Context: an optimization exercise on an open-source flow, tuned for small area, a short achievable clock period and few clock cycles. The choices shown serve that exercise and are no tape-out recipe.
Only simulation tests tie the RTL to the original design; equivalence was not proved.
Power and IR drop assume default switching activity.

==> flow/design.v <==
`default_nettype none
package bsw_pkg;
  localparam int CFG_W     = 15;   
  localparam int CFG_IDX_W = 1;    
  localparam int COLOUR_W  = 17;   
  localparam int BYTE_W    = 8;
  localparam int PIXEL_W     = 3 * COLOUR_W;
  localparam int FILE_WORD_W = BYTE_W + 2;
  localparam int MAX_DIMENSION_DEFAULT = 16384;
endpackage
`default_nettype wire
`default_nettype none
module bmp24_stream_writer #(
  parameter int MAX_DIMENSION = bsw_pkg::MAX_DIMENSION_DEFAULT
) (
  input  wire logic                          clk,
  input  wire logic                          rst,
  input  wire logic                          cfg_write,
  input  wire logic [bsw_pkg::CFG_IDX_W-1:0] cfg_index,
  input  wire logic [bsw_pkg::CFG_W-1:0]     cfg_data,
  input  wire logic                          pixel_valid,
  output logic                               pixel_stall,
  input  wire logic [bsw_pkg::PIXEL_W-1:0]   pixel,
  output logic                               file_valid,
  input  wire logic                          file_stall,
  output logic [bsw_pkg::FILE_WORD_W-1:0]    file_word
);
  function automatic logic [14:0] clamp_dim(input logic [14:0] v);
    if (v[14] && (v[13:0] != '0)) clamp_dim = 15'h4000;
    else if (v == '0)             clamp_dim = 15'd1;
    else                          clamp_dim = v;
  endfunction
  function automatic logic inc_eq(input logic [14:0] x, input logic [14:0] k);
    logic [15:0] d;
    d = {1'b0, x ^ k};
    inc_eq = d[0];
    for (int i = 0; i < 15; i++) begin
      if (d[i+1] && !d[i])         inc_eq = 1'b0;
      if (d[i] && d[i+1] && !x[i]) inc_eq = 1'b0;
      if (d[i] && !d[i+1] && x[i]) inc_eq = 1'b0;
    end
  endfunction
  function automatic logic [5:0] inc6(input logic [5:0] x);
    for (int i = 0; i < 6; i++) inc6[i] = x[i] ^ (&(x | ~((6'd1 << i) - 6'd1)));
  endfunction
  function automatic logic [8:0] to_ad(input logic [16:0] v);
    logic [7:0] a;
    logic [7:0] b;
    logic       ge;
    a   = v[15:8];
    b   = v[7:0];
    ge  = (a >= b);
    to_ad = {a | {8{v[16]}}, ge && (a != 8'd0) && !v[16]};
  endfunction
  function automatic logic [7:0] ad_byte(input logic [8:0] ad);
    for (int i = 0; i < 8; i++)
      ad_byte[i] = ad[i+1] ^ (ad[0] && ((ad[8:1] & ((8'd1 << i) - 8'd1)) == 8'd0));
  endfunction
  logic [14:0] w_q;
  logic [14:0] h_q;
  logic [14:0] cfg_clamped;
  assign cfg_clamped = clamp_dim(cfg_data);
  always_ff @(posedge clk) begin
    if (rst) begin
      w_q <= 15'd1;
      h_q <= 15'd1;
    end else if (cfg_write) begin
      if (cfg_index) h_q <= cfg_clamped;
      else           w_q <= cfg_clamped;
    end
  end
  logic [14:0] x;
  logic [15:0] y;
  logic        mborrow;
  logic [3:0]  mcnt;
  logic        rbit;
  logic        rborrow;
  logic [15:0] msum;
  logic        mdone;
  logic        madd;
  logic [14:0] wsel;
  logic        mstart;
  logic        hdr;        
  logic [15:0] add_a;
  logic        w_one;
  logic        col_last;
  logic        row_last;
  logic        hv;         
  logic        accept;
  logic        pend;       
  logic        clq;        
  logic        size_out;   
  logic [5:0] pos;
  logic       heoi;        
  logic       emit;
  assign rborrow = (~y[0] & y[2]) | (~(y[0] ^ y[2]) & mborrow);
  assign rbit    = y[1] ^ y[3] ^ rborrow;
  assign add_a   = (mdone && clq) ? y : {1'b0, x};
  assign msum    = add_a + ({1'b0, h_q & {15{madd}}} | {15'd0, mdone});
  assign w_one    = (w_q == 15'd1);
  assign col_last = hdr ? w_one : inc_eq(x, w_q);
  assign row_last = hdr ? (h_q == 15'd1) : inc_eq(y[14:0], h_q);
  assign accept   = pixel_valid && !hv;
  assign mstart   = cfg_write || (pend && heoi);
  assign wsel     = (cfg_write && !cfg_index) ? cfg_clamped : w_q;
  assign size_out = emit && (pos == 6'd5) && !heoi;
  always_ff @(posedge clk) begin
    if (rst) begin
      x       <= 15'd0;
      y       <= {14'd14, 2'b00};
      mborrow <= 1'b0;
      mcnt    <= 4'd0;
      mdone   <= 1'b1;
      madd    <= 1'b0;
    end else if (mstart) begin
      x       <= 15'd13;
      y       <= {1'b0, wsel};
      mborrow <= 1'b0;
      mcnt    <= 4'd14;
      mdone   <= 1'b0;
      madd    <= wsel[0] ^ wsel[2];
    end else if (!mdone) begin
      x       <= msum[15:1];
      y       <= {msum[0], y[15:1]};
      mborrow <= rborrow;
      mcnt    <= mcnt - 4'd1;
      mdone   <= (mcnt == 4'd1);
      madd    <= rbit && (mcnt != 4'd1);
    end else if (size_out) begin
      x       <= {14'd0, !w_one};
      y       <= {15'd0, w_one};
    end else if (pend && pos[5]) begin
      x       <= clq ? 15'd0 : msum[14:0];
      if (clq) y <= msum;
    end
  end
  always_ff @(posedge clk) begin
    if (rst) begin
      hdr  <= 1'b1;
      pend <= 1'b0;
    end else begin
      pend <= accept;
      if (accept) hdr <= col_last && row_last;
    end
    if (accept) clq <= col_last;
  end
  logic [8:0] hb;
  logic [8:0] hg;
  logic [8:0] hr;
  logic [1:0] hpad;
  logic [8:0] cb;
  logic [8:0] psel;
  logic [7:0] pbyte;
  logic       adv;
  logic       is_last;
  logic [7:0] nbyte;
  logic       ov;
  logic [7:0] od;
  logic       ol;
  logic       oe;
  assign cb      = to_ad(pixel[16:0]);
  assign psel    = accept ? cb : (pos[1] ? (pos[0] ? hg : hb) : hr);
  assign pbyte   = ad_byte(psel);
  assign adv     = !ov || !file_stall;
  assign emit    = hv && adv && (mdone || pos != 6'd2);
  assign is_last = (pos[5:2] == 4'b1110) && (pos[1:0] == hpad);
  always_comb begin
    unique case (pos)
      6'd0:  nbyte = 8'h42;
      6'd1:  nbyte = 8'h4D;
      6'd2:  nbyte = heoi ? 8'h3A : {y[7:2], 2'b10};
      6'd3:  nbyte = heoi ? 8'h00 : y[15:8];
      6'd4:  nbyte = heoi ? 8'h00 : x[7:0];
      6'd5:  nbyte = heoi ? 8'h00 : {1'b0, x[14:8]};
      6'd10: nbyte = 8'd54;
      6'd14: nbyte = 8'd40;
      6'd18: nbyte = heoi ? 8'h01 : w_q[7:0];
      6'd19: nbyte = heoi ? 8'h00 : {1'b0, w_q[14:8]};
      6'd22: nbyte = heoi ? 8'h01 : h_q[7:0];
      6'd23: nbyte = heoi ? 8'h00 : {1'b0, h_q[14:8]};
      6'd26: nbyte = 8'd1;
      6'd28: nbyte = 8'd24;
      6'd54: nbyte = pbyte;
      6'd55: nbyte = pbyte;
      6'd56: nbyte = pbyte;
      default: nbyte = 8'h00;
    endcase
  end
  always_ff @(posedge clk) begin
    if (rst) begin
      hv <= 1'b0;
      ov <= 1'b0;
    end else if (accept) begin
      hv <= 1'b1;
      if (adv) ov <= 1'b1;
    end else if (emit) begin
      ov <= 1'b1;
      if (is_last) hv <= 1'b0;
    end else if (adv) begin
      ov <= 1'b0;
    end
  end
  always_ff @(posedge clk) begin
    if (accept) begin
      hb   <= cb;
      hg   <= to_ad(pixel[33:17]);
      hr   <= to_ad(pixel[50:34]);
      hpad <= col_last ? w_q[1:0] : 2'd0;
      heoi <= col_last && row_last;
      pos  <= hdr ? {5'd0, adv} : (adv ? 6'd55 : 6'd54);
    end else if (emit) begin
      pos  <= inc6(pos);
    end
  end
  always_ff @(posedge clk) begin
    if (accept) begin
      if (adv) begin
        od <= hdr ? 8'h42 : pbyte;
        ol <= 1'b0;
        oe <= 1'b0;
      end
    end else if (emit) begin
      od <= nbyte;
      ol <= is_last;
      oe <= is_last && heoi;
    end
  end
  assign pixel_stall = hv;
  assign file_valid  = ov;
  assign file_word   = {od, ol, oe};
endmodule
`default_nettype wire
Settings: LEC_CHECK=0, CAP_MARGIN=20, CORE_MARGIN=2, CORE_UTILIZATION=40, SETUP_SLACK_MARGIN=4.5, SLEW_MARGIN=20; clock period 7.5 ns.
standard.sh (not shown) runs the stock make flow with config.mk's settings and CLKGATE_MAP_FILE= SYNTH_SCRIPT=/design/flow/synth_recipe.tcl, a recipe that flattens the netlist after the stock synthesis.
==> flow/flow/run.sh <==
#!/bin/bash
# The standard layout, with plain buffers (instead of the default delay
# buffers) on the ports. Each tool's output goes to a log in this folder.
set -euo pipefail
export BUFFER_PORTS_ARGS="-buffer_cell sky130_fd_sc_hd__buf_2"
bash standard.sh finish > make_finish.log 2>&1
Testbench counts at the start, summed over its fixed seeds: cycles 195,569.
Next try:
--- a/flow/design.v
+++ b/flow/design.v
@@ -27,22 +27,12 @@
 );
   function automatic logic [14:0] clamp_dim(input logic [14:0] v);
     if (v[14] && (v[13:0] != '0)) clamp_dim = 15'h4000;
     else if (v == '0)             clamp_dim = 15'd1;
     else                          clamp_dim = v;
   endfunction
-  function automatic logic inc_eq(input logic [14:0] x, input logic [14:0] k);
-    logic [15:0] d;
-    d = {1'b0, x ^ k};
-    inc_eq = d[0];
-    for (int i = 0; i < 15; i++) begin
-      if (d[i+1] && !d[i])         inc_eq = 1'b0;
-      if (d[i] && d[i+1] && !x[i]) inc_eq = 1'b0;
-      if (d[i] && !d[i+1] && x[i]) inc_eq = 1'b0;
-    end
-  endfunction
   function automatic logic [5:0] inc6(input logic [5:0] x);
     for (int i = 0; i < 6; i++) inc6[i] = x[i] ^ (&(x | ~((6'd1 << i) - 6'd1)));
   endfunction
   function automatic logic [8:0] to_ad(input logic [16:0] v);
     logic [7:0] a;
     logic [7:0] b;
@@ -79,30 +69,43 @@
   logic        mdone;
   logic        madd;
   logic [14:0] wsel;
   logic        mstart;
   logic        hdr;        
   logic [15:0] add_a;
+  logic [15:0] add_b;
   logic        w_one;
+  logic        h_one;
+  logic        c_initx;
+  logic        c_inity;
+  logic        c_col;
+  logic        c_row;
   logic        col_last;
   logic        row_last;
   logic        hv;         
   logic        accept;
   logic        pend;       
   logic        clq;        
   logic        size_out;   
   logic [5:0] pos;
   logic       heoi;        
   logic       emit;
   assign rborrow = (~y[0] & y[2]) | (~(y[0] ^ y[2]) & mborrow);
   assign rbit    = y[1] ^ y[3] ^ rborrow;
-  assign add_a   = (mdone && clq) ? y : {1'b0, x};
-  assign msum    = add_a + ({1'b0, h_q & {15{madd}}} | {15'd0, mdone});
+  always_comb begin
+    if (c_initx || (c_col && clq)) add_a = {1'b0, w_q};
+    else if (c_inity)              add_a = {1'b0, h_q};
+    else if (c_row)                add_a = y;
+    else                           add_a = {1'b0, x};
+  end
+  assign add_b   = mdone ? 16'hFFFF : {1'b0, h_q & {15{madd}}};
+  assign msum    = add_a + add_b;
   assign w_one    = (w_q == 15'd1);
-  assign col_last = hdr ? w_one : inc_eq(x, w_q);
-  assign row_last = hdr ? (h_q == 15'd1) : inc_eq(y[14:0], h_q);
+  assign h_one    = (h_q == 15'd1);
+  assign col_last = hdr ? w_one : (x == 15'd0);
+  assign row_last = hdr ? h_one : (y == 16'd0);
   assign accept   = pixel_valid && !hv;
   assign mstart   = cfg_write || (pend && heoi);
   assign wsel     = (cfg_write && !cfg_index) ? cfg_clamped : w_q;
   assign size_out = emit && (pos == 6'd5) && !heoi;
   always_ff @(posedge clk) begin
     if (rst) begin
@@ -123,18 +126,29 @@
       x       <= msum[15:1];
       y       <= {msum[0], y[15:1]};
       mborrow <= rborrow;
       mcnt    <= mcnt - 4'd1;
       mdone   <= (mcnt == 4'd1);
       madd    <= rbit && (mcnt != 4'd1);
-    end else if (size_out) begin
-      x       <= {14'd0, !w_one};
-      y       <= {15'd0, w_one};
-    end else if (pend && pos[5]) begin
-      x       <= clq ? 15'd0 : msum[14:0];
-      if (clq) y <= msum;
+    end else if (c_initx || c_col) begin
+      x       <= msum[14:0];
+    end else if (c_inity || c_row) begin
+      y       <= msum;
+    end
+  end
+  always_ff @(posedge clk) begin
+    if (rst) begin
+      c_initx <= 1'b0;
+      c_inity <= 1'b0;
+      c_col   <= 1'b0;
+      c_row   <= 1'b0;
+    end else begin
+      c_initx <= size_out;
+      c_inity <= c_initx;
+      c_col   <= c_inity || (pend && pos[5] && !heoi);
+      c_row   <= c_col && clq;
     end
   end
   always_ff @(posedge clk) begin
     if (rst) begin
       hdr  <= 1'b1;
       pend <= 1'b0;
What happened:
- hold slack improved by 0.013 ns
- power went up by a few percent
- die area went down by a few percent
- maximum frequency went down by a few percent
- routed wire length went down by a few percent
- critical path depth went down by 1
- global-route usage went up by 0.30 points
- core utilization went down by 0.40 points
- via count went down by a few percent
Testbench counts after the change, summed over its fixed seeds: cycles 195,569.

[static timing again, ports no longer ideal]
The flow's constraints put no driver on any port. The routed layouts listed below were extracted and timed again, unchanged, in two steps. Step 1: set_driving_cell puts a clkbuf_16 on clk and a buf_2 on each other input, an assumption about the parent block. Step 2 adds t to the input delays and takes it off the output delays; t is the mean of the earliest and latest rising clock arrival at the registers after step 1. Input paths then give back, and output paths get back, about the clock's delay inside the block. a / b / c = ideal ports / drivers / drivers and shift; a / b = the first two.
| run | t, ns | slack for setup (ns) | latest minus earliest clock arrival (ns) | worst slew at a driven data input, ns |
|---|---|---|---|---|
| the first run | 0.462 | 4.515 / 4.515 / 4.059 | 0.008 / 0.008 | 0.05 |
| the second run | 0.470 | 4.449 / 4.453 / 3.985 | 0.009 / 0.010 | 0.05 |
After both steps every run listed still meets setup and hold. The setup slack of the second run, which loses most, moves by +0.004 ns with the drivers and by -0.464 ns with both steps.
